From an optimization exercise on the open Yosys and OpenROAD flow, aimed at small area, a short achievable clock period and few clock cycles per item; shortcuts taken in it are not production practice.
Where RTL was checked, it was by simulation tests only, not by an equivalence proof against the original.
The RTL of runs 2 to 4 was laid out without a check of its function.
Power figures rest on the tool's default switching activity, not on a simulated workload.

## flow/design.v (module list and top-level ports; edited modules follow where they fit)
// module ghash_tag_engine: 176 lines
// module gf_s1: 12942 lines
// module gf_s2: 1940 lines
module ghash_tag_engine (
  input  logic         clk,
  input  logic         rst,
  input  logic [127:0] h_key,
  input  logic         h_load,
  input  logic [127:0] ek_y0,
  input  logic         ek_load,
  input  logic         start,
  input  logic         blk_valid,
  output logic         blk_ready,
  input  logic [127:0] blk_data,
  input  logic [4:0]   blk_bytes,
  input  logic         blk_type,
  input  logic         blk_last,
  output logic [127:0] tag,
  output logic [127:0] ghash_out,
  output logic         tag_valid,
  input  logic         tag_ready,
  output logic         busy,
  output logic         err
);
  // ...
==> flow/run.sh <==
#!/bin/bash
# synth_recipe.tcl (not shown) runs the flow's synth.tcl, then flattens the netlist and writes it again
# the make line also repeats each setting of config.mk as NAME=value (left out here)
make -C /OpenROAD-flow-scripts/flow DESIGN_CONFIG=/design/flow/config.mk WORK_HOME=/design/flow/orfs CLKGATE_MAP_FILE= SYNTH_SCRIPT=/design/flow/synth_recipe.tcl finish
==> flow/config.mk <==
export PLATFORM = sky130hd
export DESIGN_NAME = ghash_tag_engine
export DESIGN_NICKNAME = ghash_tag_engine
export VERILOG_FILES = /design/flow/design.v
export SDC_FILE = /design/flow/constraint.sdc
export NUM_CORES = 4
export LEC_CHECK = 0
export CAP_MARGIN = 20
export CORE_MARGIN = 2
export CORE_UTILIZATION = 40
export SLEW_MARGIN = 20
==> flow/constraint.sdc <==
create_clock -name core_clock -period 8.0 [get_ports {clk}]
set_input_delay 1.6000 -clock core_clock [delete_from_list [all_inputs] [get_ports {clk}]]
set_output_delay 1.6000 -clock core_clock [all_outputs]
set_load 0.01 [all_outputs]
==> out/results.tsv, run 1 <==
metric	value	unit
post-synth top area share	42.6	%
commonest non-fill, non-tap cell in the layout	xnor2_1	
CP max stage delay	0.79	ns
worst clock skew	0.122	ns
compound-cell area share of the yosys netlist	1.57	%
post-synthesis xor/xnor area fraction	55.9	%
die height	591	um
CP cell instances	clkdlybuf4s50_1 -> nor4_1 -> o22ai_1 -> or2_2 -> a21oi_2 -> nand3_4 -> buf_4 -> o21bai_1 -> nand2_1 -> o21ai_0	
Multi-input comb cells	15300	
reg2reg start	q[319]	
buffers outside the clock class	1512	
layout cells sized above 1	8.34	%
Post-Place Setup Slack	2.35	ns
Cell Area, Synth	138000	um^2
Critical Path Stages	10	
met1 wire length	299000	um
largest family of logic cells by synthesized area	XOR/XNOR gates	
Hold Crit Depth	1	
Synth Instances	17600	
Pins Over Slew Limit	0	
multi-input logic portion of the cell area	65.4	%
crit-path max FO	73	
met2 WL	307000	um
status	timing/DRC/antenna clean	
met1 Resource Use GR	54.9	%
crit path max-delay cell type	a21oi_2	
RSZ-0062 raised after global routing	false	
Post-Synthesis Net Count	18000	
post_cts resized	0	
# H-tree levels	4	
Testbench counts, summed over its fixed seeds: cycles 2,597, items 1,821.
==> module ghash_tag_engine, before the edit <==
module ghash_tag_engine (
  input  logic         clk,
  input  logic         rst,
  input  logic [127:0] h_key,
  input  logic         h_load,
  input  logic [127:0] ek_y0,
  input  logic         ek_load,
  input  logic         start,
  input  logic         blk_valid,
  output logic         blk_ready,
  input  logic [127:0] blk_data,
  input  logic [4:0]   blk_bytes,
  input  logic         blk_type,
  input  logic         blk_last,
  output logic [127:0] tag,
  output logic [127:0] ghash_out,
  output logic         tag_valid,
  input  logic         tag_ready,
  output logic         busy,
  output logic         err
);
  localparam int unsigned QW = 717;
  logic         run;         
  logic         acc;         
  logic         rdy;         
  logic         wl;          
  logic         wz;          
  logic         cmb;         
  logic         done;        
  logic         ph;          
  logic         np;          
  logic         fz;          
  logic         hl;          
  logic         ck;          
  logic         seen_ct, aad_part, data_part;
  logic [127:0] o, h, ek;
  logic [127:0] hb;           
  logic [QW-1:0] q;
  logic [56:0]  aad_blk, data_blk;
  logic [3:0]   aad_byt, data_byt;
  logic [127:0] a_p, r_p, h_p, h2_p, mask, xm, lens, t, r, hb_n;
  logic [QW-1:0] p;
  logic         viol, take, ok, mul, inj, n_acc, n_ph, n_np, n_rdy, n_s2, n_s1, n_s0;
  function automatic logic [127:0] gf_sq(input logic [127:0] a);
    logic [254:0] c;
    c = '0;
    for (int i = 0; i < 128; i++) c[2*i] = a[i];
    for (int k = 254; k >= 128; k--) begin
      c[k-128] = c[k-128] ^ c[k];
      c[k-127] = c[k-127] ^ c[k];
      c[k-126] = c[k-126] ^ c[k];
      c[k-121] = c[k-121] ^ c[k];
    end
    gf_sq = c[127:0];
  endfunction
  always_comb begin
    for (int i = 0; i < 128; i++) begin
      a_p[i] = o[127-i];
      h_p[i] = h[127-i];
    end
  end
  gf_s1 u_s1 (.a(a_p), .b(hb), .p(p));
  gf_s2 u_s2 (.q(q), .r(r_p));
  always_comb begin
    for (int i = 0; i < 128; i++) begin
      r[127-i] = r_p[i];
    end
    h2_p = gf_sq(h_p);
    for (int i = 0; i < 16; i++) mask[127-8*i -: 8] = {8{5'(i) < blk_bytes}};
    xm   = blk_data & mask;
    lens = {aad_blk, aad_byt, 3'b000, data_blk, data_byt, 3'b000};
    viol = (!blk_type && seen_ct) || (blk_type ? data_part : aad_part) ||
           (blk_bytes == 5'd0 && !blk_last) || (blk_bytes > 5'd16);
    take = blk_valid && rdy && !start;
    ok   = take && !viol;
    mul  = ok && (blk_bytes != 5'd0);
    inj  = wl && (ph == np);
    t    = (mul ? xm : '0) ^ (inj ? lens : '0) ^ ((cmb || done) ? o : '0);
  end
  assign blk_ready = rdy;
  assign tag_valid = done;
  assign busy      = run;
  assign ghash_out = o;
  assign tag       = o ^ ek;
  always_ff @(posedge clk) begin
    q  <= p;
    o  <= r ^ t;
    hb <= hb_n;
  end
  always_comb begin
    n_acc = acc;
    n_np  = np;
    n_ph  = !ph;
    if (ok) begin
      if (blk_last) n_acc = 1'b0;
      if (mul) n_np = !np;
    end
    n_rdy = n_acc && (n_ph == n_np);
    n_s2 = !rst && !start && mul && hl;
    n_s1 = !rst && !start && inj && hl;
    n_s0 = !rst && !start && run && !mul && !inj && !fz && !wz && !cmb && !done;
    for (int i = 0; i < 128; i++) hb_n[i] = (h2_p[i] & n_s2) | (h_p[i] & n_s1);
    hb_n[0] = hb_n[0] | n_s0;
  end
  always_ff @(posedge clk) begin
    if (rst) begin
      run   <= 1'b0;
      acc   <= 1'b0;
      rdy   <= 1'b0;
      wl    <= 1'b0;
      wz    <= 1'b0;
      cmb   <= 1'b0;
      done  <= 1'b0;
      fz    <= 1'b0;
      hl    <= 1'b0;
      ck    <= 1'b1;
      err   <= 1'b0;
      ek    <= '0;
    end else begin
      err <= take && viol;
      if (h_load && (!run || done)) begin
        h  <= h_key;
        hl <= 1'b1;
      end
      if (ek_load && !done) ek <= ek_y0;
      if (start) begin
        run       <= 1'b1;
        acc       <= 1'b1;
        wl        <= 1'b0;
        wz        <= 1'b0;
        cmb       <= 1'b0;
        done      <= 1'b0;
        ph        <= 1'b0;
        np        <= !ck;
        rdy       <= ck;
        fz        <= !ck;
        ck        <= 1'b1;
        seen_ct   <= 1'b0;
        aad_part  <= 1'b0;
        data_part <= 1'b0;
        aad_blk   <= '0;
        aad_byt   <= '0;
        data_blk  <= '0;
        data_byt  <= '0;
      end else begin
        ph  <= n_ph;
        np  <= n_np;
        acc <= n_acc;
        rdy <= n_rdy;
        fz  <= 1'b0;
        ck  <= !n_s2 && !n_s1 && !n_s0;
        if (ok) begin
          if (blk_type) begin
            if (blk_bytes[4]) data_blk <= data_blk + 57'd1;
            else              data_byt <= blk_bytes[3:0];
            data_part <= !blk_bytes[4];
            seen_ct   <= 1'b1;
          end else begin
            if (blk_bytes[4]) aad_blk <= aad_blk + 57'd1;
            else              aad_byt <= blk_bytes[3:0];
            aad_part <= !blk_bytes[4];
          end
          if (blk_last) wl <= 1'b1;
        end
        if (inj) wl <= 1'b0;
        wz  <= inj;
        cmb <= wz;
        if (cmb) done <= 1'b1;
        if (done && tag_ready) begin
          done <= 1'b0;
          run  <= 1'b0;
        end
      end
    end
  end
endmodule
==> run 2: changes to the inputs <==
--- a/flow/design.v
+++ b/flow/design.v
@@ -34,5 +34,5 @@
   logic         ck;          
   logic         seen_ct, aad_part, data_part;
-  logic [127:0] o, h, ek;
+  logic [127:0] o, h, ek, tg;
   logic [127:0] hb;           
   logic [QW-1:0] q;
@@ -82,9 +82,10 @@
   assign busy      = run;
   assign ghash_out = o;
-  assign tag       = o ^ ek;
+  assign tag       = tg;
   always_ff @(posedge clk) begin
     q  <= p;
     o  <= r ^ t;
     hb <= hb_n;
+    if (cmb) tg <= r ^ o ^ (ek_load ? ek_y0 : ek);
   end
   always_comb begin
--- a/flow/config.mk
+++ b/flow/config.mk
@@ -9,3 +9,4 @@
 export CORE_MARGIN = 2
 export CORE_UTILIZATION = 40
+export SETUP_SLACK_MARGIN = 4.5
 export SLEW_MARGIN = 20
==> run 2 against run 1 <==
Die area up 4.3%. Critical path depth down 3. Sequential power up 12%. Final area up 8.7%. Synthesized cell count up 2.0%. Non-clock buffer count up 232. Clock skew down 0.030 ns. Clock-buffer cell count up 1. Sequential cell count up 128. Global-route usage down 1.6 points. Largest cell class unchanged. Largest power group unchanged.
==> out/results.tsv, run 2 <==
metric	value	unit	change
Psw	42.2	mW	was 34.2 mW
Post-Layout Cell Count	24000		was 23.2k
GP Congestion	1.09		was 1.11
Clock power frac	12.2	%	was 15.5%
Yosys warning count	1		unchanged
dpl cell area	160000	um^2	was 153000 um^2
cell taking the most area after synthesis	xnor2_1		unchanged
final WL	789000	um	was 784000 um
later-pin clock latency in the skew report	0.98	ns	was 1.03 ns
Post-Synthesis Net Count	18300		was 18.0k
crit-path max FO	3		was 73
pwr/cell area	429	nW/um^2	was 369 nW/um^2
fin crit share	46.8	%	was 60.4%
Cell Area, Synth	144000	um^2	was 138000 um^2
synth unique cells	47		was 42
core footprint	358000	um^2	was 343000 um^2
Post-Place Setup Slack	2.62	ns	was 2.35 ns
post-route cell area	174000	um^2	was 160000 um^2
Top reg by flops	q		unchanged
chip width	604	um	was 591 um
Critical Path RT	8.63	ns	was 8.91 ns
first-pass GRT wire length	1050000	um	was 1030000 um
Combinational Power Share	73.9	%	was 68.7%
EDFF count, synth	383		was 255
Initial Util	40.1	%	was 40.2%
Remaining Overflow, GRT	0		unchanged
routed via count	131000		was 127k
placed cell count	23400		was 22.8k
post-synth top area share	42.0	%	was 42.6%
Boundary Pins	658		unchanged
Slew @ Worst Pin	1.33	ns	was 1.36 ns
most frequent cells after synthesis	xnor2_1, nor2_1, nand2_1		unchanged
Synth async-reset ratio	0	%	unchanged
root buffer cell	clkbuf_16		unchanged
Slew HR	10.7	%	was 8.53%
crit path capture type	register		unchanged
Syn Area/Cell	8.03	um^2	was 7.85 um^2
Wirelength per Cell	32.9	um	was 33.8 um
Final Hold Viols	0		unchanged
synth top area cells	xnor2_1, dfxtp_1, nor2_1		unchanged
dpl hpwl	612000	um	was 611000 um
Max-Cap Viols	0		unchanged
type of origin of the critical path	register		was input pin
largest net degree at the start of global routing	130		was 107
Final Setup Violations	0		unchanged
DRT iter0 DRCs	18100		was 19.3k
final antenna-violating net count	0		unchanged
sw frac	56.6	%	was 58.0%
status	timing/DRC/antenna clean		unchanged
sequential share of power	13.9	%	was 15.8%
DR pass1 iterations	6		was 7
commonest non-fill, non-tap cell in the layout	xnor2_1		unchanged
nets	19400		was 18.8k
die area	364000	um^2	was 349000 um^2
RSZ-0062 raised after global routing	true		was false
initial antenna violation count	69		was 54
clk sinks	1495		was 1367
die height	604	um	was 591 um
leak pwr	61.6	nW	was 55.8 nW
port bufs	657		unchanged
most frequent cells in the layout	xnor2_1, nor2_1, nand2_1, xor2_1, dfxtp_1		unchanged
type of the tightest min-delay check	reg2reg		unchanged
VDD IR-drop max	0.448	mV	was 0.473 mV
CTS tree	built		unchanged
# H-tree levels	4		unchanged
#FFs+latches synth	1495		was 1367
final core occ	48.5	%	was 46.6%
number of global-route vias before repair	120000		was 117k
FP Rows	220		was 215
worst clock skew	0.0924	ns	was 0.122 ns
CTS Buf Count	189		was 184
Reg clk slew, reported paths	0.06	ns	was 0.07 ns
Arrival @ worst endpoint	4.37	ns	was 5.74 ns
Synth Instances	17900		was 17.6k
setup tns final	0	ns	unchanged
Max Freq	267	MHz	was 207 MHz
critical path class	reg2reg		was in2reg
Tmin final	3.74	ns	was 4.83 ns
drc violations	0		unchanged
global-route usage over all layers	41.7	%	was 43.3%
Pins Over Slew Limit	0		unchanged
Area Growth Syn to Fin	20.9	%	was 16.1%
layout cells sized above 1	11.8	%	was 8.34%
Pint	32.4	mW	was 24.8 mW
final worst slack	4.26	ns	was 3.17 ns
register area share after synthesis	23.5	%	was 21.7%
top-count cell post-synth	xnor2_1		unchanged
Via density	5.45		was 5.50
worst-case clock buffer depth	4		unchanged
ys flop type	dfxtp_1		unchanged
max reg flops	717		unchanged
[run 2: worst max-delay path: stages, from the launching register on]
cell     delay [ns]
dfxtp_1        0.88
xnor2_1        0.22
xnor2_1        0.75
xor2_1         0.49
xnor2_1        0.16
xnor2_1        0.21
xnor2_2        0.60
xnor2_1        0.15
[run 2: power by group through the flow]
stage | combinational (mW) | clock [mW] | sequential, mW
2_1_floorplan | 25.4 | 0 | 9.92
3_3_place_gp | 47.6 | 0 | 10.6
3_5_place_dp | 47.6 | 0 | 10.6
4_1_cts | 51.4 | 9.10 | 10.3
5_1_grt | 55.6 | 9.39 | 10.4
6_report | 55.2 | 9.07 | 10.4
[run 2: layout make-up]
cell class / count / area, um^2
fill: 34900 / 185000
multi-input combinational: 15600 / 111000
sequential: 1495 / 34000
timing repair buffer: 1744 / 15900
tap: 4773 / 5970
clock buffer: 247 / 5190
clock inverter: 102 / 1130
inverter: 42 / 158
antenna: 39 / 97.6
[run 2: final timing paths]
kind	start	end	slack (ns)	depth (start not counted)
min	ek[54]	ek[54]	0.45	2
max	q[443]	tg[42]	4.26	7
max reg2reg	q[443]	tg[42]	4.26	7
min reg2reg	ek[54]	ek[54]	0.45	2
[run 2: stage by stage]
step	total power [mW]	hold WS (ns)
3_3_place_gp	58.1	0.441
2_1_floorplan	35.3	0.414
6_report	74.6	0.453
5_1_grt	75.3	0.468
3_5_place_dp	58.2	0.445
4_1_cts	70.8	0.453
[run 2: layer usage]
layer  part of all wire [%]  vias to the layer above  global-route usage [%]
li1                       -                    56800                       -
met1                     39                    63800                    53.5
met2                     41                     8335                    59.9
met3                     12                     1965                    11.5
met4                    8.7                       24                    30.1
met5                  0.019                        -                       0
[run 2: cell families after synthesis]
kind of cell,synth area share [%]
XOR/XNOR,54.4
AO/OA/AOI/OAI,1.40
flip-flops,23.5
adder cells (fa/ha/maj),0.0174
AND/OR/NAND/NOR,17.0
buffers and inverters,2.61
multiplexers,1.10
[run 2: what timing repair did]
item                                    4_1_cts  5_1_grt
hold endpoints to repair                      0        0
gates cloned                                  4        4
pin swaps                                    12       17
endpoints found under the setup margin      706      342
setup buffers                               181       23
hold buffers                                  0        0
resized for setup                           814      228
==> run 3: changes to the inputs <==
--- a/flow/config.mk
+++ b/flow/config.mk
@@ -6,7 +6,7 @@
 export NUM_CORES = 4
 export LEC_CHECK = 0
-export CAP_MARGIN = 20
+export CAP_MARGIN = 50
 export CORE_MARGIN = 2
 export CORE_UTILIZATION = 40
 export SETUP_SLACK_MARGIN = 4.5
-export SLEW_MARGIN = 20
+export SLEW_MARGIN = 50
==> run 3 against run 2 <==
Maximum frequency increased by 2.3%. Register-to-register slack better by 0.08 ns. Non-clock buffer count shrank 5. Setup slack gained 0.085 ns. Core utilization increased by 0.69 points. Global-route usage is essentially flat. Critical endpoint is now q[252]. Largest power group unchanged.
==> out/results.tsv, run 3 <==
metric	value	unit	change
status	timing/DRC/antenna clean		unchanged
RSZ-0062 raised after global routing	true		unchanged
register area	34100	um^2	was 34000 um^2
CP cell instances	buf_4 -> xnor2_2 -> nor2_1 -> xnor2_1 -> xnor2_1 -> xnor2_1 -> xnor2_1 -> xnor2_1 -> xnor3_1		was xnor2_1 -> xnor2_1 -> xor2_1 -> xnor2_1 -> xnor2_1 -> xnor2_2 -> xnor2_1
type of the tightest min-delay check	reg2reg		unchanged
later-pin clock latency in the skew report	0.99	ns	was 0.98 ns
fin crit share	45.7	%	was 46.8%
nets	19400		about the same
largest net degree at the start of global routing	99		was 130
VDD IR-drop max	0.543	mV	was 0.448 mV
dpl hpwl	613000	um	was 612000 um
initial antenna violation count	68		was 69
DR pass1 iterations	6		unchanged
chip width	604	um	unchanged
register area share after synthesis	23.5	%	unchanged
DRT iter0 DRCs	18400		was 18.1k
Via density	5.44		was 5.45
Yosys warning count	1		unchanged
most frequent cells after synthesis	xnor2_1, nor2_1, nand2_1		unchanged
Boundary Pins	658		unchanged
drc violations	0		unchanged
routed via count	131000		about the same
Slew @ Worst Pin	0.875	ns	was 1.33 ns
Arrival @ worst endpoint	4.42	ns	was 4.37 ns
max reg flops	717		unchanged
Synth Instances	17900		unchanged
Pins Over Slew Limit	0		unchanged
Most Frequent Cell on Critical Path	xnor2_1		unchanged
Max Freq	273	MHz	was 267 MHz
port bufs	657		unchanged
die area	364000	um^2	unchanged
final WL	789000	um	about the same
# H-tree levels	4		unchanged
Final Setup Violations	0		unchanged
commonest non-fill, non-tap cell in the layout	xnor2_1		unchanged
fillers	34600		was 34.9k
Max-Cap Viols	0		unchanged
ys flop type	dfxtp_1		unchanged
post-synth top area share	42.0	%	unchanged
CTS Buf Count	189		unchanged
number of global-route vias before repair	120000		about the same
worst-case clock buffer depth	4		unchanged
Post-Synthesis Net Count	18300		unchanged
FP Rows	220		unchanged
leak pwr	62.9	nW	was 61.6 nW
global-route usage over all layers	41.8	%	was 41.7%
Post-Layout Cell Count	24000		about the same
first-pass GRT wire length	1050000	um	about the same
layout cells sized above 1	13.4	%	was 11.8%
cell taking the most area after synthesis	xnor2_1		unchanged
Worst path top cell family by delay	XOR/XNOR gates		unchanged
placed cell count	23400		about the same
EDFF count, synth	383		unchanged
top-count cell post-synth	xnor2_1		unchanged
Remaining Overflow, GRT	0		unchanged
Synth async-reset ratio	0	%	unchanged
synth unique cells	47		unchanged
footprint of the multi-input gates	114000	um^2	was 111000 um^2
synth top area cells	xnor2_1, dfxtp_1, nor2_1		unchanged
crit path capture type	register		unchanged
core footprint	358000	um^2	unchanged
Worst Path Buf+Inv	1		was 0
GP Congestion	1.09		unchanged
Hold Slack	0.453	ns	about the same
root buffer cell	clkbuf_16		unchanged
Slew HR	41.2	%	was 10.7%
die height	604	um	unchanged
Cell Area, Synth	144000	um^2	unchanged
final core occ	49.2	%	was 48.5%
CP max stage delay	0.69	ns	was 0.88 ns
critical path class	reg2reg		unchanged
Tmin final	3.66	ns	was 3.74 ns
Syn Area/Cell	8.03	um^2	unchanged
Final Hold Viols	0		unchanged
crit-path max FO	15		was 3
CTS Hold Bufs	0		unchanged
Wirelength per Cell	32.9	um	about the same
final antenna-violating net count	0		unchanged
Critical Path RT	8.77	ns	was 8.63 ns
Area Growth Syn to Fin	22.6	%	was 20.9%
setup tns final	0	ns	unchanged
Reg clk slew, reported paths	0.06	ns	about the same
#FFs+latches synth	1495		unchanged
type of origin of the critical path	register		unchanged
Top reg by flops	q		unchanged
total power	75.6	mW	was 74.6 mW
worst clock skew	0.0979	ns	was 0.0924 ns
clk sinks	1495		unchanged
Initial Util	40.1	%	unchanged
pwr/cell area	429	nW/um^2	about the same
CTS tree	built		unchanged
most frequent cells in the layout	xnor2_1, nor2_1, nand2_1, xor2_1, dfxtp_1		unchanged
crit path max-delay cell type	xnor2_1		was dfxtp_1
==> run 3: timing repair <==
action                     4_1_cts  5_1_grt
pin swaps                       12       16
gates resized for setup        550      129
setup buffers                  157       34
setup endpoints to repair      587      253
cloned                           2        2
==> run 3: final cells by class <==
cell class	count	area share (%)
clock buffer	250	2.94
antenna	28	0.0397
sequential	1495	19.3
inverter	42	0.0894
multi-input combinational	15600	64.6
timing repair buffer	1739	8.98
tap	4773	3.39
clock inverter	101	0.695
==> run 3: path summary, 6_finish.rpt <==
check	end	slack, ns	cells past startpoint	startpoint
worst max-delay path	q[252]	4.34	9	o[32]
worst min-delay path	ek[83]	0.45	2	ek[83]
worst max register to register	q[252]	4.34	9	o[32]
worst min register to register	ek[83]	0.45	2	ek[83]
==> run 3: worst register-to-register path, cell delays in order (launching register included) <==
cell and delay, ns:
dfxtp_1 0.35, buf_4 0.28, xnor2_2 0.55, nor2_1 0.13, xnor2_1 0.21, xnor2_1 0.17
xnor2_1 0.19, xnor2_1 0.69, xnor2_1 0.26, xnor3_1 0.68
==> run 3: power breakdown <==
group	switching (mW)	internal (mW)
sequential	1.08	9.31
clock	3.99	5.17
combinational	37.5	18.5
total	42.6	33.0
==> run 3: logic make-up (layout without fill, tap and decap cells) <==
logic type	Yosys count	after routing	share of synthesized area, %
other cells	0	28	0
xor+xnor	8676	8676	54.4
buf+inv	856	2132	2.61
fa+ha+maj	2	2	0.0174
simple gates	6353	6353	17.0
compound gates	382	382	1.40
mux	155	155	1.10
flops	1495	1495	23.5
==> run 3: routing by layer <==
layer / wire (um) / up-vias / global-route usage [%]
met4: 68100 / 28 / 29.6
met1: 306000 / 63600 / 53.3
met5: 292 / - / 0.0264
li1: - / 56800 / -
met2: 322000 / 8170 / 60.3
met3: 92800 / 1915 / 11.7
==> run 3: per-stage QoR <==
stage / instance area (um^2) / setup slack [ns]
CTS: 174000 / 4.25
detailed placement: 164000 / 2.81
finish: 176000 / 4.34
global placement: 160000 / 2.76
global route: 176000 / 4.38
floorplan: 144000 / 3.47
==> run 4: changes to the inputs <==
--- a/flow/config.mk
+++ b/flow/config.mk
@@ -6,7 +6,7 @@
 export NUM_CORES = 4
 export LEC_CHECK = 0
-export CAP_MARGIN = 50
+export CAP_MARGIN = 20
 export CORE_MARGIN = 2
-export CORE_UTILIZATION = 40
+export CORE_UTILIZATION = 55
 export SETUP_SLACK_MARGIN = 4.5
-export SLEW_MARGIN = 50
+export SLEW_MARGIN = 20
==> run 4 against run 3 <==
Global-route usage is 13 points higher. Core utilization is 17 points higher. Die area shrank 27%. Non-clock buffer count is 85 lower. Via count increased by 3.7%. Largest cell class unchanged. Largest power group unchanged. Still clean on timing, DRC and antenna. Register-to-register slack worse by 0.21 ns.
==> out/results.tsv, run 4 <==
metric	value	unit	change
layout cells sized above 1	11.9	%	was 13.4%
type of the tightest min-delay check	reg2reg		unchanged
Max-Cap Viols	0		unchanged
RSZ-0062 raised after global routing	true		unchanged
CTS Buf Count	184		was 189
final antenna-violating net count	0		unchanged
nets	19400		about the same
Arrival @ worst endpoint	4.65	ns	was 4.42 ns
routed via count	135000		was 131k
Initial Util	55.4	%	was 40.1%
Area Growth Syn to Fin	19.8	%	was 22.6%
Most Frequent Cell on Critical Path	xnor2_1		unchanged
placed cell count	21900		was 23.4k
# H-tree levels	4		unchanged
dpl hpwl	581000	um	was 613000 um
number of global-route vias before repair	123000		was 120k
CP max stage delay	1.00	ns	was 0.69 ns
max reg flops	717		unchanged
GP Congestion	1.16		was 1.09
VDD IR-drop max	0.706	mV	was 0.543 mV
Syn Area/Cell	8.03	um^2	unchanged
met1 wire length	258000	um	was 306000 um
commonest non-fill, non-tap cell in the layout	xnor2_1		unchanged
CTS tree	built		unchanged
setup tns final	0	ns	unchanged
core footprint	260000	um^2	was 358000 um^2
Synth Instances	17900		unchanged
#FFs+latches synth	1495		unchanged
register area share after synthesis	23.5	%	unchanged
worst clock skew	0.0950	ns	was 0.0979 ns
Top Layer Used	met5		unchanged
top-count cell post-synth	xnor2_1		unchanged
clk sinks	1495		unchanged
Slew @ Worst Pin	1.38	ns	was 0.875 ns
Cell Area, Synth	144000	um^2	unchanged
Max Freq	258	MHz	was 273 MHz
DR pass1 iterations	9		was 6
initial antenna violation count	64		was 68
Post-Place Setup Slack	2.37	ns	was 2.81 ns
first-pass GRT wire length	1020000	um	was 1050000 um
final worst slack	4.13	ns	was 4.34 ns
most frequent cells in the layout	xnor2_1, nor2_1, nand2_1, xor2_1, dfxtp_1		unchanged
critical path class	reg2reg		unchanged
CTS Hold Bufs	0		unchanged
most frequent cells after synthesis	xnor2_1, nor2_1, nand2_1		unchanged
final WL	763000	um	was 789000 um
final core occ	66.3	%	was 49.2%
Remaining Overflow, GRT	0		unchanged
drc violations	0		unchanged
cell taking the most area after synthesis	xnor2_1		unchanged
ys flop type	dfxtp_1		unchanged
crit path capture type	register		unchanged
CP cell instances	xnor2_2 -> xnor2_1 -> xnor2_1 -> xnor2_1 -> xnor2_1 -> xnor2_1		was buf_4 -> xnor2_2 -> nor2_1 -> xnor2_1 -> xnor2_1 -> xnor2_1 -> xnor2_1 -> xnor2_1 -> xnor3_1
Boundary Pins	658		unchanged
Final Hold Viols	0		unchanged
global-route usage over all layers	55.2	%	was 41.8%
fin crit share	48.4	%	was 45.7%
EDFF count, synth	383		unchanged
Hold Slack	0.453	ns	about the same
later-pin clock latency in the skew report	0.94	ns	was 0.99 ns
pwr/cell area	443	nW/um^2	was 429 nW/um^2
Post-Layout Cell Count	22600		was 24.0k
Top reg by flops	q		unchanged
die height	515	um	was 604 um
port bufs	657		unchanged
crit path max-delay cell type	xnor2_1		unchanged
met3 routed WL	116000	um	was 92800 um
Via density	6.00		was 5.44
Wirelength per Cell	33.8	um	was 32.9 um
worst-case clock buffer depth	4		unchanged
dpl cell area	158000	um^2	was 164000 um^2
Slew HR	7.42	%	was 41.2%
FP Rows	187		was 220
chip width	515	um	was 604 um
Pins Over Slew Limit	0		unchanged
root buffer cell	clkbuf_16		unchanged
Synth async-reset ratio	0	%	unchanged
Critical Path RT	8.78	ns	was 8.77 ns
type of origin of the critical path	register		unchanged
leak pwr	61.4	nW	was 62.9 nW
met2 WL	293000	um	was 322000 um
Reg clk slew, reported paths	0.06	ns	about the same
die area	266000	um^2	was 364000 um^2
post-route cell area	172000	um^2	was 176000 um^2
crit-path max FO	2		was 15
Final Setup Violations	0		unchanged
DRT iter0 DRCs	22200		was 18.4k
synth unique cells	47		unchanged
total power	76.4	mW	was 75.6 mW
Post-Synthesis Net Count	18300		unchanged
synth top area cells	xnor2_1, dfxtp_1, nor2_1		unchanged
status	timing/DRC/antenna clean		unchanged
post-synth top area share	42.0	%	unchanged
Tmin final	3.87	ns	was 3.66 ns
Yosys warning count	1		unchanged
largest net degree at the start of global routing	130		was 99
## run 4: cell counts after synthesis
No cell type changed its count.
## run 4: where the power goes
group	switching, mW	internal, mW
logic	38.3	18.5
clock network	3.76	5.19
registers	1.23	9.33
## run 4: routing by layer
layer / vias up / global-route usage [%]
met4: 34 / 53.0
li1: 56700 / -
met1: 64100 / 64.0
met5: - / 1.17
met3: 3354 / 23.2
met2: 11200 / 75.4
## run 4: repair_timing
action / CTS / global route
hold endpoints to repair: 0 / 0
endpoints found under the setup margin: 698 / 362
gates resized for setup: 800 / 305
setup buffers: 127 / 86
cloned: 9 / 9
pin swaps: 25 / 54
## run 4: logic make-up after synthesis
logic type / count (synthesis) / synth area share (%)
mux: 155 / 1.10
buf+inv: 856 / 2.61
compound gates: 382 / 1.40
flops: 1495 / 23.5
xor+xnor: 8676 / 54.4
fa+ha+maj: 2 / 0.0174
simple gates: 6353 / 17.0
## run 4: layout make-up
| cell class | instances | area [um^2] |
|---|---|---|
| Multi-Input combinational cell | 15600 | 112000 |
| Clock inverter | 89 | 1150 |
| Timing Repair Buffer | 1654 | 15500 |
| Clock buffer | 240 | 5070 |
| Inverter | 42 | 158 |
| Antenna cell | 55 | 138 |
| Sequential cell | 1495 | 34100 |
| Tap cell | 3402 | 4260 |
| Fill cell | 22000 | 87400 |
## run 4: worst paths after layout
kind	start	end	slack (ns)	cells past startpoint
worst max-delay path	q[69]	o[25]	4.13	6
worst min-delay path	ek[27]	ek[27]	0.45	2
worst max register to register	q[69]	o[25]	4.13	6
worst min register to register	ek[27]	ek[27]	0.45	2
## run 4: critical path: cells and delay by family (launching register included)
| family | cells | cell delay [ns] |
|---|---|---|
| xor gates and xnor gates | 6 | 2.79 |
| DFF | 1 | 0.92 |
==> run 5: changes to the inputs <==
--- a/flow/design.v
+++ b/flow/design.v
@@ -34,5 +34,5 @@
   logic         ck;          
   logic         seen_ct, aad_part, data_part;
-  logic [127:0] o, h, ek, tg;
+  logic [127:0] o, h, ek;
   logic [127:0] hb;           
   logic [QW-1:0] q;
@@ -82,10 +82,9 @@
   assign busy      = run;
   assign ghash_out = o;
-  assign tag       = tg;
+  assign tag       = o ^ ek;
   always_ff @(posedge clk) begin
     q  <= p;
     o  <= r ^ t;
     hb <= hb_n;
-    if (cmb) tg <= r ^ o ^ (ek_load ? ek_y0 : ek);
   end
   always_comb begin
--- a/flow/config.mk
+++ b/flow/config.mk
@@ -8,5 +8,7 @@
 export CAP_MARGIN = 20
 export CORE_MARGIN = 2
-export CORE_UTILIZATION = 55
+export CORE_UTILIZATION = 40
+export CTS_CLUSTER_DIAMETER = 80
+export CTS_CLUSTER_SIZE = 25
 export SETUP_SLACK_MARGIN = 4.5
 export SLEW_MARGIN = 20
==> run 5 against run 4 <==
Global-route usage decreased by 8.9 points. Hold slack improved by 0.014 ns. Maximum frequency increased by 2.7%. Critical path type unchanged. Setup slack improved by 0.10 ns.
==> out/results.tsv, run 5 <==
metric	value	unit	change
commonest non-fill, non-tap cell in the layout	xnor2_1		unchanged
RSZ-0062 raised after global routing	true		unchanged
DR pass1 iterations	9		unchanged
synth unique cells	42		was 47
Boundary Pins	658		unchanged
final WL	839000	um	was 763000 um
final core occ	49.0	%	was 66.3%
synth top area cells	xnor2_1, dfxtp_1, nor2_1		unchanged
Slew @ Worst Pin	1.32	ns	was 1.38 ns
VDD IR-drop max	0.689	mV	was 0.706 mV
drc violations	0		unchanged
Most Frequent Cell on Critical Path	xnor2_1		unchanged
leak pwr	60.3	nW	was 61.4 nW
ys flop type	dfxtp_1		unchanged
Critical Path Stages	9		was 6
register area share after synthesis	21.7	%	was 23.5%
status	timing/DRC/antenna clean		unchanged
Wirelength per Cell	35.5	um	was 33.8 um
crit path max-delay cell type	xnor2_1		unchanged
Via density	5.52		was 6.00
FP Rows	215		was 187
Tmin final	3.77	ns	was 3.87 ns
post-synth top area share	42.6	%	was 42.0%
Max Freq	265	MHz	was 258 MHz
pwr/cell area	383	nW/um^2	was 443 nW/um^2
most used routing layer	met2		unchanged
CTS Hold Bufs	0		unchanged
dpl hpwl	641000	um	was 581000 um
Cell Area, Synth	138000	um^2	was 144000 um^2
critical path class	reg2reg		unchanged
Pins Over Slew Limit	0		unchanged
Final Setup Violations	0		unchanged
root buffer cell	clkbuf_16		unchanged
Slew HR	11.4	%	was 7.42%
Critical Path RT	8.85	ns	was 8.78 ns
CTS Buf Count	148		was 184
reg2reg path depth	9		was 6
#FFs+latches synth	1367		was 1495
core footprint	343000	um^2	was 260000 um^2
initial antenna violation count	76		was 64
die height	591	um	was 515 um
Syn Area/Cell	7.85	um^2	was 8.03 um^2
layout cells sized above 1	13.1	%	was 11.9%
die area	349000	um^2	was 266000 um^2
fin crit share	47.1	%	was 48.4%
EDFF count, synth	255		was 383
fillers	33800		was 22.0k
Yosys warning count	1		unchanged
global-route usage over all layers	46.3	%	was 55.2%
crit-path max FO	3		was 2
type of origin of the critical path	register		unchanged
port bufs	657		unchanged
Final Hold Viols	0		unchanged
cell taking the most area after synthesis	xnor2_1		unchanged
type of the tightest min-delay check	reg2reg		unchanged
register area	30500	um^2	was 34100 um^2
clk sinks	1367		was 1495
met1 Resource Use GR	59.6	%	was 64.0%
Max-Cap Viols	0		unchanged
max reg flops	717		unchanged
M3 GR Usage	12.8	%	was 23.2%
Top reg by flops	q		unchanged
GP Congestion	1.13		was 1.16
setup tns final	0	ns	unchanged
final antenna-violating net count	0		unchanged
Worst Path Buf+Inv	1		was 0
number of global-route vias before repair	118000		was 123k
Arrival @ worst endpoint	4.62	ns	was 4.65 ns
Hold Crit Depth	2		unchanged
Synth Instances	17600		was 17.9k
first-pass GRT wire length	1090000	um	was 1020000 um
Remaining Overflow, GRT	0		unchanged
largest net degree at the start of global routing	99		was 130
DRT iter0 DRCs	19600		was 22.2k
later-pin clock latency in the skew report	0.97	ns	was 0.94 ns
Synth async-reset ratio	0	%	unchanged
Post-Synthesis Net Count	18000		was 18.3k
Worst path top cell family by delay	XOR/XNOR gates		unchanged
Reg clk slew, reported paths	0.08	ns	was 0.06 ns
met2 Usage GRT	64.7	%	was 75.4%
# H-tree levels	4		unchanged
worst-case clock buffer depth	4		unchanged
Initial Util	40.2	%	was 55.4%
crit path capture type	register		unchanged
Area Growth Syn to Fin	21.9	%	was 19.8%
CTS tree	built		unchanged
worst clock skew	0.0690	ns	was 0.0950 ns
chip width	591	um	was 515 um
top-count cell post-synth	xnor2_1		unchanged
nets	19300		was 19.4k
CP max stage delay	0.71	ns	was 1.00 ns
most frequent cells after synthesis	xnor2_1, nor2_1, nand2_1		unchanged
footprint of the multi-input gates	108000	um^2	was 112000 um^2
most frequent cells in the layout	xnor2_1, nor2_1, nand2_1, xor2_1, buf_4		was xnor2_1, nor2_1, nand2_1, xor2_1, dfxtp_1
routed via count	130000		was 135k
CP cell instances	xor2_4 -> xor2_1 -> xnor2_1 -> buf_4 -> xor2_2 -> xnor2_1 -> xnor2_1 -> xnor2_1 -> xnor2_1		was xnor2_2 -> xnor2_1 -> xnor2_1 -> xnor2_1 -> xnor2_1 -> xnor2_1
run 5: where the power goes:
part           total, mW  internal (mW)  switching (mW)
clock network       8.02           3.91            4.10
logic               47.1           15.4            31.7
registers           9.11           7.95            1.16
total               64.2           27.3            37.0
run 5: layout make-up:
class,instances,area share [%]
clock inverters,101,0.849
multi-input cells,15300,64.0
flip-flops and latches,1367,18.1
repair buffers,2002,11.1
inverters,44,0.0991
well taps,4557,3.40
clock buffers,169,2.33
diodes,27,0.0402
run 5: final timing paths:
path / start / end / slack [ns]
worst max register to register: q[105] / o[83] / 4.23
worst min-delay path: ek[72] / ek[72] / 0.47
worst min register to register: ek[72] / ek[72] / 0.47
worst max-delay path: q[105] / o[83] / 4.23
run 5: logic make-up after synthesis:
kind of cell    Yosys count  share of synthesized area (%)
mux                      27                          0.218
compound gates          413                           1.57
xor+xnor               8540                           55.9
fa+ha+maj                 2                         0.0182
simple gates           6358                           17.7
buf+inv                 857                           2.80
flops                  1367                           21.7
run 5: what timing repair did:
item                       in CTS  in global routing
pin swaps                      10                 27
setup endpoints to repair     773                341
buffers inserted              365                 65
cloned                          2                  2
resized for setup            1327                197
run 5: per-layer routing:
| layer | share of wire, % | routed length, um |
|---|---|---|
| met1 | 38 | 323000 |
| met2 | 39 | 331000 |
| met3 | 12 | 103000 |
| met4 | 9.8 | 82000 |
| met5 | 0.024 | 198 |
run 5: tightest hold or removal path, delay by kind of cell (launching register included):
| kind | cells | cell delay [ns] |
|---|---|---|
| AOI/OAI and AO/OA | 1 | 0.05 |
| DFF | 1 | 0.32 |
| and+or+nand+nor | 1 | 0.05 |
run 5: metrics by stage:
stage	hold WS (ns)	total power [mW]	instances	setup slack (ns)	area, um^2
after floorplan	0.413	29.2	17600	4.04	138000
after global placement	0.453	49.1	22900	2.22	154000
after detailed placement	0.443	48.9	22900	2.26	154000
after CTS	0.464	60.5	23500	4.33	166000
after global routing	0.483	64.5	23600	4.41	168000
final	0.466	64.2	23600	4.23	168000
Testbench counts of run 5, summed over its fixed seeds: cycles 2,597, items 1,821.
==> run 6: changes to the inputs <==
--- a/flow/config.mk
+++ b/flow/config.mk
@@ -11,4 +11,5 @@
 export CTS_CLUSTER_DIAMETER = 80
 export CTS_CLUSTER_SIZE = 25
+export PLACE_DENSITY = 0.72
 export SETUP_SLACK_MARGIN = 4.5
 export SLEW_MARGIN = 20
==> run 6 against run 5 <==
Final cell count decreased by 0.83%. Setup slack improved by 0.012 ns. Global-route usage decreased by 1.9 points. Non-clock buffer count decreased by 173. Still clean on timing, DRC and antenna. Total power decreased by 2.1%. Final area decreased by 0.94%. Maximum frequency increased by 0.32%. Register-to-register slack about the same. Core utilization decreased by 0.46 points.
==> out/results.tsv, run 6 <==
metric	value	unit	change
fillers	33100		was 33.8k
Reg clk slew, reported paths	0.09	ns	was 0.08 ns
number of global-route vias before repair	120000		was 118k
Final Hold Viols	0		unchanged
chip width	591	um	unchanged
# H-tree levels	4		unchanged
pwr/cell area	378	nW/um^2	was 383 nW/um^2
port bufs	657		unchanged
nets	19100		was 19.3k
fin crit share	47.0	%	was 47.1%
post-synth top area share	42.6	%	unchanged
setup tns final	0	ns	unchanged
die area	349000	um^2	unchanged
reg2reg path depth	9		unchanged
critical path class	reg2reg		unchanged
VDD IR-drop max	0.472	mV	was 0.689 mV
Remaining Overflow, GRT	0		unchanged
Pins Over Slew Limit	0		unchanged
worst clock skew	0.0692	ns	was 0.0690 ns
r2r setup slk	4.24	ns	was 4.23 ns
Wirelength per Cell	34.4	um	was 35.5 um
ys flop type	dfxtp_1		unchanged
Clock power frac	12.0	%	was 12.5%
placed cell count	22800		was 22.9k
Yosys warning count	1		unchanged
EDFF count, synth	255		unchanged
Max-Cap Viols	0		unchanged
status	timing/DRC/antenna clean		unchanged
CTS Buf Count	137		was 148
global-route usage over all layers	44.4	%	was 46.3%
register area share after synthesis	21.7	%	unchanged
largest net degree at the start of global routing	106		was 99
HP Start	ek[14]		was ek[72]
Tmin final	3.76	ns	was 3.77 ns
type of origin of the critical path	register		unchanged
Via density	5.66		was 5.52
#FFs+latches synth	1367		unchanged
RSZ-0062 raised after global routing	true		unchanged
Slew HR	1.25	%	was 11.4%
sequential share of power	14.6	%	was 14.2%
crit-path max FO	3		unchanged
worst flop-to-flop path endpoint	o[99]		was o[83]
sw frac	58.2	%	was 57.6%
later-pin clock latency in the skew report	0.97	ns	about the same
Initial Util	40.2	%	unchanged
Post-Layout Cell Count	23400		was 23.6k
cell taking the most area after synthesis	xnor2_1		unchanged
Post-Synthesis Net Count	18000		unchanged
routed via count	133000		was 130k
CTS tree	built		unchanged
Hold Path End	ek[14]		was ek[72]
Synth Instances	17600		unchanged
final antenna-violating net count	0		unchanged
layout cells sized above 1	12.5	%	was 13.1%
Arrival @ worst endpoint	4.58	ns	was 4.62 ns
type of the tightest min-delay check	reg2reg		unchanged
commonest non-fill, non-tap cell in the layout	xnor2_1		unchanged
Boundary Pins	658		unchanged
initial antenna violation count	70		was 76
FP Rows	215		unchanged
Hold Crit Depth	2		unchanged
Slew @ Worst Pin	1.47	ns	was 1.32 ns
leak pwr	59.3	nW	was 60.3 nW
DRT iter0 DRCs	22200		was 19.6k
die height	591	um	unchanged
dpl hpwl	605000	um	was 641000 um
Top reg by flops	q		unchanged
GP Congestion	1.15		was 1.13
clk sinks	1367		unchanged
core footprint	343000	um^2	unchanged
Final Setup Violations	0		unchanged
Syn Area/Cell	7.85	um^2	unchanged
most frequent cells after synthesis	xnor2_1, nor2_1, nand2_1		unchanged
drc violations	0		unchanged
DR pass1 iterations	8		was 9
worst-case clock buffer depth	4		unchanged
Max Freq	266	MHz	was 265 MHz
final WL	806000	um	was 839000 um
Synth async-reset ratio	0	%	unchanged
crit path capture type	register		unchanged
root buffer cell	clkbuf_16		unchanged
reg2reg start	q[335]		was q[105]
top-count cell post-synth	xnor2_1		unchanged
synth top area cells	xnor2_1, dfxtp_1, nor2_1		unchanged
synth unique cells	42		unchanged
final core occ	48.5	%	was 49.0%
Pint	26.3	mW	was 27.3 mW
most frequent cells in the layout	xnor2_1, nor2_1, nand2_1, xor2_1, buf_4		unchanged
max reg flops	717		unchanged
Critical Path RT	8.82	ns	was 8.85 ns
first-pass GRT wire length	1060000	um	was 1090000 um
Cell Area, Synth	138000	um^2	unchanged
Area Growth Syn to Fin	20.7	%	was 21.9%
Combinational Power Share	73.5	%	was 73.3%
CTS Hold Bufs	0		unchanged
Psw	36.6	mW	was 37.0 mW
run 6: per-stage QoR:
step / worst slack [ns] / hold slack (ns) / power (mW) / cell area, um^2
CTS: 4.32 / 0.462 / 58.9 / 164000
global placement: 1.96 / 0.443 / 48.0 / 153000
finish: 4.24 / 0.465 / 62.9 / 166000
detailed placement: 2.05 / 0.444 / 47.9 / 153000
floorplan: 4.04 / 0.413 / 29.2 / 138000
global route: 4.42 / 0.484 / 62.8 / 166000
run 6: area by class of cell:
class	instances	area (um^2)	share of cell area [%]
Sequential cell	1367	30500	18.3
Clock buffer	154	3600	2.16
Clock inverter	91	1250	0.751
Antenna cell	28	70.1	0.0421
Timing Repair Buffer	1829	17100	10.3
Inverter	44	168	0.101
Tap cell	4557	5700	3.43
Multi-Input combinational cell	15300	108000	64.9
run 6: worst max-delay path by stage:
stage	from	depth (start not counted)	slack (ns)	to
floorplan	blk_bytes[1]	8	4.04	aad_blk[0]
global placement	blk_bytes[3]	9	1.96	aad_blk[6]
detailed placement	blk_bytes[3]	9	2.05	aad_blk[6]
CTS	o[14]	11	4.32	q[422]
global route	hb[108]	11	4.42	q[698]
finish	q[335]	9	4.24	o[99]
run 6: power by group through the flow:
stage	clock, mW	sequential, mW	combinational, mW
final	7.54	9.15	46.2
after detailed placement	0	9.32	38.5
after CTS	7.49	9.03	42.4
after global routing	7.72	9.10	46.0
after global placement	0	9.32	38.6
after floorplan	0	8.43	20.8
run 6: cell families after synthesis:
kind of cell	after synthesis	synth area share, %
simple gates	6358	17.7
compound gates	413	1.57
flops	1367	21.7
fa+ha+maj	2	0.0182
buf+inv	857	2.80
mux	27	0.218
xor+xnor	8540	55.9
run 6: what timing repair did:
item                       4_1_cts  5_1_grt
gates resized for setup       1283      264
setup endpoints to repair      773      262
cloned                           5        1
pin swaps                        7       15
setup buffers                  312       27
run 6: critical path: stages (launching register included):
cell and delay [ns]:
dfxtp_1 0.74, xor2_1 0.16, xnor2_1 0.66, xnor2_1 0.25, buf_4 0.26, xnor2_1 0.16
xnor2_2 0.51, xor2_1 0.20, xnor2_2 0.56, xnor2_1 0.13
run 6: routing by layer:
layer	track usage [%]	part of all wire, %	wire [um]
met5	0	0.024	194
met4	37.5	11	85600
met3	18.1	15	122000
met2	60.0	38	307000
met1	54.2	36	291000
==> run 7: changes to the inputs <==
--- a/flow/config.mk
+++ b/flow/config.mk
@@ -9,7 +9,4 @@
 export CORE_MARGIN = 2
 export CORE_UTILIZATION = 40
-export CTS_CLUSTER_DIAMETER = 80
-export CTS_CLUSTER_SIZE = 25
-export PLACE_DENSITY = 0.72
 export SETUP_SLACK_MARGIN = 4.5
 export SLEW_MARGIN = 20
==> run 7 against run 6 <==
Maximum frequency is 2.0% higher. Sequential cell count stayed put. Core utilization is 0.69 points higher. Hold slack worse by 0.0022 ns. Largest cell class unchanged.
==> out/results.tsv, run 7 <==
metric	value	unit	change
worst clock skew	0.0888	ns	was 0.0692 ns
synth unique cells	42		unchanged
Top reg by flops	q		unchanged
worst-case clock buffer depth	4		unchanged
CTS Buf Count	184		was 137
Wirelength per Cell	35.6	um	was 34.4 um
port bufs	657		unchanged
Syn Area/Cell	7.85	um^2	unchanged
Worst path top cell family by delay	XOR/XNOR gates		unchanged
Arrival @ worst endpoint	4.53	ns	was 4.58 ns
ys flop type	dfxtp_1		unchanged
number of global-route vias before repair	118000		was 120k
status	timing/DRC/antenna clean		unchanged
Area Growth Syn to Fin	22.4	%	was 20.7%
Remaining Overflow, GRT	0		unchanged
DR pass1 iterations	6		was 8
CP max stage delay	0.82	ns	was 0.74 ns
first-pass GRT wire length	1090000	um	was 1060000 um
Tmin final	3.68	ns	was 3.76 ns
RSZ-0062 raised after global routing	true		unchanged
Slew HR	12.5	%	was 1.25%
final WL	842000	um	was 806000 um
setup tns final	0	ns	unchanged
most frequent cells after synthesis	xnor2_1, nor2_1, nand2_1		unchanged
Max Freq	271	MHz	was 266 MHz
Synth async-reset ratio	0	%	unchanged
final antenna-violating net count	0		unchanged
largest net degree at the start of global routing	99		was 106
commonest non-fill, non-tap cell in the layout	xnor2_1		unchanged
CP cell instances	xnor2_1 -> xnor2_1 -> xnor2_1 -> xor2_1 -> xnor2_2 -> xnor2_1 -> xnor2_2 -> xnor2_1		was xor2_1 -> xnor2_1 -> xnor2_1 -> buf_4 -> xnor2_1 -> xnor2_2 -> xor2_1 -> xnor2_2 -> xnor2_1
max reg flops	717		unchanged
top-count cell post-synth	xnor2_1		unchanged
Max-Cap Viols	0		unchanged
cell taking the most area after synthesis	xnor2_1		unchanged
DRT iter0 DRCs	19800		was 22.2k
die height	591	um	unchanged
layout cells sized above 1	13.3	%	was 12.5%
Slew @ Worst Pin	1.31	ns	was 1.47 ns
#FFs+latches synth	1367		unchanged
FP Rows	215		unchanged
crit path max-delay cell type	xnor2_1		was dfxtp_1
Critical Path RT	8.84	ns	was 8.82 ns
Reg clk slew, reported paths	0.06	ns	was 0.09 ns
# H-tree levels	4		unchanged
drc violations	0		unchanged
Pins Over Slew Limit	0		unchanged
dpl hpwl	641000	um	was 605000 um
placed cell count	22900		was 22.8k
total power	65.2	mW	was 62.9 mW
clk sinks	1367		unchanged
Worst Path Buf+Inv	0		was 1
Post-Place Setup Slack	2.26	ns	was 2.05 ns
Final Setup Violations	0		unchanged
CTS tree	built		unchanged
later-pin clock latency in the skew report	1.01	ns	was 0.97 ns
dpl cell area	154000	um^2	was 153000 um^2
Yosys warning count	1		unchanged
post-route cell area	169000	um^2	was 166000 um^2
global-route usage over all layers	46.4	%	was 44.4%
die area	349000	um^2	unchanged
root buffer cell	clkbuf_16		unchanged
synth top area cells	xnor2_1, dfxtp_1, nor2_1		unchanged
crit path capture type	register		unchanged
register area share after synthesis	21.7	%	unchanged
critical path class	reg2reg		unchanged
Final Hold Viols	0		unchanged
most frequent cells in the layout	xnor2_1, nor2_1, nand2_1, xor2_1, buf_4		unchanged
Hold Slack	0.463	ns	was 0.465 ns
nets	19300		was 19.1k
crit-path max FO	3		unchanged
Boundary Pins	658		unchanged
Most Frequent Cell on Critical Path	xnor2_1		unchanged
initial antenna violation count	77		was 70
final worst slack	4.32	ns	was 4.24 ns
Post-Layout Cell Count	23700		was 23.4k
chip width	591	um	unchanged
GP Congestion	1.13		was 1.15
post-synth top area share	42.6	%	unchanged
Post-Synthesis Net Count	18000		unchanged
Synth Instances	17600		unchanged
pwr/cell area	386	nW/um^2	was 378 nW/um^2
EDFF count, synth	255		unchanged
Initial Util	40.2	%	unchanged
Via density	5.53		was 5.66
CTS Hold Bufs	0		unchanged
fin crit share	46.1	%	was 47.0%
VDD IR-drop max	0.707	mV	was 0.472 mV
Cell Area, Synth	138000	um^2	unchanged
core footprint	343000	um^2	unchanged
final core occ	49.2	%	was 48.5%
type of the tightest min-delay check	reg2reg		unchanged
routed via count	131000		was 133k
leak pwr	60.6	nW	was 59.3 nW
type of origin of the critical path	register		unchanged
==> run 7: cell counts after synthesis <==
No cell type changed its count.
==> run 7: per-layer routing <==
metal	vias up	share of wire [%]	global-route usage [%]	wire length [um]
met2	9175	39	64.8	332000
met3	2224	12	13.3	104000
met1	63400	39	59.5	325000
li1	56000	-	-	-
met5	-	0.017	0	142
met4	22	9.7	36.6	81600
==> run 7: cell type report <==
cell class | instances | area (um^2)
Timing Repair Buffer | 1990 | 18500
Fill cell | 33700 | 174000
Antenna cell | 30 | 75.1
Inverter | 44 | 166
Sequential cell | 1367 | 30500
Clock buffer | 236 | 5080
Clock inverter | 100 | 1170
Multi-Input combinational cell | 15300 | 108000
Tap cell | 4557 | 5700
==> run 7: worst register-to-register path: cells and delay by family, from the launching register on <==
kind / cells / cell delay (ns)
XOR/XNOR: 8 / 3.25
flip-flops: 1 / 0.33
==> run 7: timing repair <==
item                       4_1_cts  5_1_grt
setup endpoints to repair      777      331
pin swaps                        7       24
setup buffers                  368       47
resized for setup             1372      184
gates cloned                     2        2
==> run 7: cells by family (layout without fill, tap and decap cells) <==
family | Yosys count | count (layout) | synth area share (%)
AO/OA/AOI/OAI | 413 | 413 | 1.57
XOR/XNOR | 8540 | 8540 | 55.9
adder cells (fa/ha/maj) | 2 | 2 | 0.0182
buffers and inverters | 857 | 2370 | 2.80
flip-flops | 1367 | 1367 | 21.7
multiplexers | 27 | 27 | 0.218
other | 0 | 30 | 0
AND/OR/NAND/NOR | 6358 | 6361 | 17.7
==> run 7: worst paths after layout <==
| check | start | endpoint | slack, ns | depth (start not counted) |
|---|---|---|---|---|
| max | q[147] | o[121] | 4.32 | 8 |
| min | ek[69] | ek[69] | 0.46 | 2 |
| min reg2reg | ek[69] | ek[69] | 0.46 | 2 |
| max reg2reg | q[147] | o[121] | 4.32 | 8 |
==> run 7: power by group <==
group / internal [mW] / total, mW / switching, mW
combinational: 15.3 / 47.1 / 31.8
clock: 5.08 / 8.98 / 3.90
sequential: 7.96 / 9.11 / 1.15
total: 28.3 / 65.2 / 36.8
==> run 8: changes to the inputs <==
--- a/flow/config.mk
+++ b/flow/config.mk
@@ -9,4 +9,6 @@
 export CORE_MARGIN = 2
 export CORE_UTILIZATION = 40
+export CTS_CLUSTER_DIAMETER = 100
+export CTS_CLUSTER_SIZE = 20
 export SETUP_SLACK_MARGIN = 4.5
 export SLEW_MARGIN = 20
==> run 8 against run 7 <==
Synthesized cell count is the same. Clock-buffer cell count is 100 lower. Via count about the same. Critical path depth is 1 higher. Total power is 4.1% lower. Setup slack got worse by 0.15 ns. Sequential cell count unchanged. Non-clock buffer count decreased by 5. Sequential share of layout area grew 0.24 points. Final cell count decreased by 0.54%. Global-route usage is 0.21 points lower. Core utilization fell by 0.65 points. Largest cell class unchanged.
==> out/results.tsv, run 8 <==
metric	value	unit	change
final core occ	48.5	%	was 49.2%
later-pin clock latency in the skew report	1.03	ns	was 1.01 ns
routed via count	131000		about the same
# H-tree levels	3		was 4
Max Freq	261	MHz	was 271 MHz
register area share after synthesis	21.7	%	unchanged
first-pass GRT wire length	1090000	um	about the same
commonest non-fill, non-tap cell in the layout	xnor2_1		unchanged
pwr/cell area	375	nW/um^2	was 386 nW/um^2
port bufs	657		unchanged
fin crit share	47.9	%	was 46.1%
Tmin final	3.83	ns	was 3.68 ns
Most Frequent Cell on Critical Path	xnor2_1		unchanged
Arrival @ worst endpoint	4.72	ns	was 4.53 ns
crit path max-delay cell type	xor2_2		was xnor2_1
Initial Util	40.2	%	unchanged
cell taking the most area after synthesis	xnor2_1		unchanged
#FFs+latches synth	1367		unchanged
critical path class	reg2reg		unchanged
CP max stage delay	0.82	ns	about the same
Synth Instances	17600		unchanged
type of the tightest min-delay check	reg2reg		unchanged
core footprint	343000	um^2	unchanged
Area Growth Syn to Fin	20.8	%	was 22.4%
crit path capture type	register		unchanged
most frequent cells after synthesis	xnor2_1, nor2_1, nand2_1		unchanged
GP Congestion	1.13		unchanged
VDD IR-drop max	0.718	mV	was 0.707 mV
setup tns final	0	ns	unchanged
Boundary Pins	658		unchanged
Final Hold Viols	0		unchanged
Via density	5.55		was 5.53
Post-Synthesis Net Count	18000		unchanged
Pins Over Slew Limit	0		unchanged
EDFF count, synth	255		unchanged
Remaining Overflow, GRT	0		unchanged
Final Setup Violations	0		unchanged
FP Rows	215		unchanged
clk sinks	1367		unchanged
max reg flops	717		unchanged
Top reg by flops	q		unchanged
CP cell instances	xor2_2 -> xor2_1 -> xnor2_1 -> buf_4 -> xor2_2 -> xnor2_1 -> xnor2_1 -> xnor2_1 -> xnor2_1		was xnor2_1 -> xnor2_1 -> xnor2_1 -> xor2_1 -> xnor2_2 -> xnor2_1 -> xnor2_2 -> xnor2_1
number of global-route vias before repair	117000		was 118k
ys flop type	dfxtp_1		unchanged
post-route cell area	166000	um^2	was 169000 um^2
DRT iter0 DRCs	20000		was 19.8k
status	timing/DRC/antenna clean		unchanged
dpl hpwl	641000	um	unchanged
Worst Path Buf+Inv	1		was 0
nets	19300		about the same
final WL	838000	um	was 842000 um
synth top area cells	xnor2_1, dfxtp_1, nor2_1		unchanged
RSZ-0062 raised after global routing	true		unchanged
root buffer cell	clkbuf_16		unchanged
largest net degree at the start of global routing	99		unchanged
DR pass1 iterations	8		was 6
Max-Cap Viols	0		unchanged
worst-case clock buffer depth	4		unchanged
Yosys warning count	1		unchanged
global-route usage over all layers	46.2	%	was 46.4%
dpl cell area	154000	um^2	unchanged
Synth async-reset ratio	0	%	unchanged
drc violations	0		unchanged
final antenna-violating net count	0		unchanged
chip width	591	um	unchanged
worst clock skew	0.127	ns	was 0.0888 ns
layout cells sized above 1	12.9	%	was 13.3%
Slew @ Worst Pin	1.30	ns	was 1.31 ns
initial antenna violation count	75		was 77
most frequent cells in the layout	xnor2_1, nor2_1, nand2_1, xor2_1, buf_4		unchanged
Syn Area/Cell	7.85	um^2	unchanged
CTS Buf Count	119		was 184
crit-path max FO	3		unchanged
CTS Hold Bufs	0		unchanged
CTS tree	built		unchanged
top-count cell post-synth	xnor2_1		unchanged
Critical Path RT	8.89	ns	was 8.84 ns
type of origin of the critical path	register		unchanged
Wirelength per Cell	35.6	um	about the same
synth unique cells	42		unchanged
die height	591	um	unchanged
fillers	33900		was 33.7k
Cell Area, Synth	138000	um^2	unchanged
Slew HR	13.0	%	was 12.5%
Reg clk slew, reported paths	0.09	ns	was 0.06 ns
Worst path top cell family by delay	XOR/XNOR gates		unchanged
leak pwr	59.6	nW	was 60.6 nW
die area	349000	um^2	unchanged
post-synth top area share	42.6	%	unchanged
-- run 8: cell counts after synthesis --
Identical to the previous run, type by type.
-- run 8: power breakdown --
part | leakage (nW) | switching [mW] | total [mW] | internal, mW
Sequential | 11.5 | 1.12 | 9.06 | 7.95
Combinational | 46.1 | 31.7 | 46.8 | 15.0
Clock | 1.97 | 3.66 | 6.67 | 3.01
Total | 59.6 | 36.5 | 62.5 | 26.0
-- run 8: logic make-up after synthesis --
group	after synthesis	synth area share [%]
AO/OA/AOI/OAI	413	1.57
XOR/XNOR	8540	55.9
adder cells (fa/ha/maj)	2	0.0182
buffers and inverters	857	2.80
flip-flops	1367	21.7
multiplexers	27	0.218
AND/OR/NAND/NOR	6358	17.7
-- run 8: path summary, 6_finish.rpt --
kind,start,endpoint,slack (ns),cells past startpoint
max,q[229],o[83],4.17,9
min,ck,fz,0.47,1
max reg2reg,q[229],o[83],4.17,9
min reg2reg,ck,fz,0.47,1
-- run 8: worst register-to-register path, stage by stage, from the launching register on --
cell and delay [ns]:
dfxtp_1 0.35, xor2_2 0.82, xor2_1 0.47, xnor2_1 0.18
buf_4 0.26, xor2_2 0.50, xnor2_1 0.25, xnor2_1 0.18
xnor2_1 0.59, xnor2_1 0.19
-- run 8: cell type report --
type,instances,area [um^2],share of cell area [%]
Multi-Input combinational cell,15300,108000,64.6
Sequential cell,1367,30500,18.3
Timing Repair Buffer,1985,18500,11.1
Tap cell,4557,5700,3.42
Clock buffer,136,3050,1.83
Clock inverter,80,1010,0.604
Inverter,44,166,0.100
Antenna cell,26,65.1,0.0391
-- run 8: routing by layer --
layer / track usage (%) / share of wire (%)
met1: 59.7 / 39
met2: 64.6 / 39
met3: 12.5 / 12
met4: 36.5 / 9.7
met5: 0.108 / 0.024
-- run 8: timing repair --
action | CTS | global route
setup buffers | 368 | 43
gates cloned | 2 | 2
resized for setup | 1443 | 176
pin swaps | 11 | 19
setup endpoints to repair | 775 | 281
-- run 8: through the flow --
stage          std cells  worst slack [ns]  power, mW  hold slack [ns]
4_1_cts            23500              4.40       59.2            0.461
5_1_grt            23500              4.33       62.7            0.483
6_report           23500              4.17       62.5            0.466
3_5_place_dp       22900              2.26       48.9            0.443
2_1_floorplan      17600              4.04       29.2            0.413
3_3_place_gp       22900              2.22       49.1            0.453
==> run 9: changes to the inputs <==
--- a/flow/config.mk
+++ b/flow/config.mk
@@ -8,5 +8,5 @@
 export CAP_MARGIN = 20
 export CORE_MARGIN = 2
-export CORE_UTILIZATION = 40
+export CORE_UTILIZATION = 33
 export CTS_CLUSTER_DIAMETER = 100
 export CTS_CLUSTER_SIZE = 20
==> run 9 against run 8 <==
Critical path depth is 1 lower. Combinational power grew 1%. Still clean on timing, DRC and antenna. Die area grew 21%. Clock-buffer cell count up 12. Register-to-register slack improved by 0.09 ns. Global-route usage is 8.5 points lower. Routed wire length is 1.0% lower. Critical endpoint is now o[74]. Sequential share of layout area down 0.22 points. Sequential power about the same. Synthesized cell count unchanged.
==> out/results.tsv, run 9 <==
metric	value	unit	change
most used routing layer	met2		unchanged
dpl hpwl	625000	um	was 641000 um
# H-tree levels	3		unchanged
Via density	5.29		was 5.55
total power	63.3	mW	was 62.5 mW
GP Congestion	1.11		was 1.13
met2 Usage GRT	52.6	%	was 64.6%
mux cell area share after synthesis	0.218	%	unchanged
EDFF count, synth	255		unchanged
Post-Synthesis Net Count	18000		unchanged
Max-Cap Viols	0		unchanged
Synth Instances	17600		unchanged
layout cells sized above 1	13.1	%	was 12.9%
die height	650	um	was 591 um
commonest non-fill, non-tap cell in the layout	xnor2_1		unchanged
fin crit share	46.8	%	was 47.9%
Boundary Pins	658		unchanged
type of origin of the critical path	register		unchanged
Tmin final	3.75	ns	was 3.83 ns
Arrival @ worst endpoint	4.57	ns	was 4.72 ns
most frequent cells after synthesis	xnor2_1, nor2_1, nand2_1		unchanged
crit path from	q[238]		was q[229]
worst clock skew	0.122	ns	was 0.127 ns
Pins Over Slew Limit	0		unchanged
crit path capture type	register		unchanged
leak pwr	59.8	nW	was 59.6 nW
register area share after synthesis	21.7	%	unchanged
worst flop-to-flop path endpoint	o[74]		was o[83]
largest family of logic cells by synthesized area	XOR/XNOR gates		unchanged
status	timing/DRC/antenna clean		unchanged
type of the tightest min-delay check	reg2reg		unchanged
final antenna-violating net count	0		unchanged
initial antenna violation count	92		was 75
r2r setup slk	4.25	ns	was 4.17 ns
Initial Util	33.1	%	was 40.2%
Post-Place Setup Slack	2.29	ns	was 2.26 ns
die area	423000	um^2	was 349000 um^2
VDD IR-drop max	0.469	mV	was 0.718 mV
M3 GR Usage	12.5	%	about the same
final WL	830000	um	was 838000 um
Syn Area/Cell	7.85	um^2	unchanged
CTS Buf Count	119		unchanged
synth top area cells	xnor2_1, dfxtp_1, nor2_1		unchanged
first-pass GRT wire length	1090000	um	about the same
Area Growth Syn to Fin	22.0	%	was 20.8%
DR pass1 iterations	7		was 8
port bufs	657		unchanged
Slew @ Worst Pin	1.37	ns	was 1.30 ns
top-count cell post-synth	xnor2_1		unchanged
cell taking the most area after synthesis	xnor2_1		unchanged
largest net degree at the start of global routing	91		was 99
ys flop type	dfxtp_1		unchanged
CTS tree	built		unchanged
Cell Area, Synth	138000	um^2	unchanged
Wirelength per Cell	33.9	um	was 35.6 um
later-pin clock latency in the skew report	1.03	ns	about the same
crit-path max FO	3		unchanged
critical path class	reg2reg		unchanged
post-synth top area share	42.6	%	unchanged
Critical Path RT	8.82	ns	was 8.89 ns
Slew HR	8.66	%	was 13.0%
clk sinks	1367		unchanged
Final Setup Violations	0		unchanged
final worst slack	4.25	ns	was 4.17 ns
Hold Crit Depth	2		was 1
Final Hold Viols	0		unchanged
chip width	650	um	was 591 um
Reg clk slew, reported paths	0.09	ns	about the same
nets	19200		was 19.3k
#FFs+latches synth	1367		unchanged
routed via count	129000		was 131k
worst-case clock buffer depth	4		unchanged
reg2reg start	q[238]		was q[229]
Remaining Overflow, GRT	0		unchanged
DRT iter0 DRCs	18400		was 20.0k
Hold Path End	ek[111]		was fz
HP Start	ek[111]		was ck
Max Freq	267	MHz	was 261 MHz
RSZ-0062 raised after global routing	true		unchanged
Top reg by flops	q		unchanged
Synth Area in Simple Gates	17.7	%	unchanged
met1 Resource Use GR	46.9	%	was 59.7%
post-synthesis xor/xnor area fraction	55.9	%	unchanged
compound-cell area share of the yosys netlist	1.57	%	unchanged
FP Rows	237		was 215
synth unique cells	42		unchanged
number of global-route vias before repair	118000		was 117k
Yosys warning count	1		unchanged
most frequent cells in the layout	xnor2_1, nor2_1, nand2_1, xor2_1, buf_4		unchanged
pwr/cell area	376	nW/um^2	was 375 nW/um^2
adder-cell area share of the yosys netlist	0.0182	%	unchanged
max reg flops	717		unchanged
Synth async-reset ratio	0	%	unchanged
core footprint	416000	um^2	was 343000 um^2
drc violations	0		unchanged
global-route usage over all layers	37.7	%	was 46.2%
reg2reg path depth	8		was 9
setup tns final	0	ns	unchanged
root buffer cell	clkbuf_16		unchanged
run 9: what timing repair did:
| action | 4_1_cts | 5_1_grt |
|---|---|---|
| hold endpoints to repair | 0 | 0 |
| hold buffers | 0 | 0 |
| pin swaps | 16 | 33 |
| gates cloned | 4 | 1 |
| endpoints found under the setup margin | 749 | 380 |
| gates resized for setup | 1504 | 247 |
| setup buffers | 376 | 77 |
run 9: final cells by class:
type / instances / area, um^2
sequential: 1367 / 30400
inverter: 44 / 170
tap: 5497 / 6880
antenna: 46 / 115
multi-input combinational: 15300 / 108000
clock buffer: 148 / 3160
fill: 42500 / 248000
clock inverter: 69 / 981
timing repair buffer: 1963 / 18500
run 9: logic make-up (layout without fill, tap and decap cells):
| group | Yosys count | after routing |
|---|---|---|
| adder cells (fa/ha/maj) | 2 | 2 |
| buffers and inverters | 857 | 2224 |
| multiplexers | 27 | 27 |
| AO/OA/AOI/OAI | 413 | 413 |
| flip-flops | 1367 | 1367 |
| other | 0 | 46 |
| XOR/XNOR | 8540 | 8540 |
| AND/OR/NAND/NOR | 6358 | 6361 |
run 9: worst max-delay path by stage:
stage	end	slack (ns)
after floorplan	aad_blk[0]	4.04
after global placement	aad_blk[37]	2.28
after detailed placement	aad_blk[36]	2.29
after CTS	tag[70]	4.16
after global routing	tag[70]	4.35
final	o[74]	4.25
run 9: routing by layer:
| metal | wire, um | share of wire [%] |
|---|---|---|
| met5 | 746 | 0.090 |
| met4 | 83900 | 10 |
| met3 | 103000 | 12 |
| met2 | 327000 | 39 |
| met1 | 315000 | 38 |
run 9: critical path: stages (launching register included):
cell,delay [ns]
dfxtp_1,0.35
xnor2_1,0.14
buf_4,0.22
xnor2_1,0.45
xnor2_1,0.24
xor2_1,0.67
xor2_2,0.87
xnor2_1,0.39
xor2_1,0.25
run 9: per-stage QoR:
step	cell area (um^2)	hold WS [ns]	util [%]	std cells
global route	168000	0.483	40.4	24400
detailed placement	155000	0.450	37.1	23800
floorplan	138000	0.413	-	17600
CTS	166000	0.468	39.8	24400
global placement	155000	0.441	37.1	23800
finish	168000	0.466	40.4	24500
run 9: report_power, final:
part	internal, mW	switching, mW
sequential	7.93	1.13
clock	3.08	3.65
combinational	15.6	31.9

Re-timed with assumed drivers on the ports (clkbuf_16 on the clock, buf_2 on other inputs), run 9 has 4.240 ns of setup slack against 4.254 ns with ideal ports, and 3.406 ns once port delays also move by the mid clock arrival of 1.083 ns.
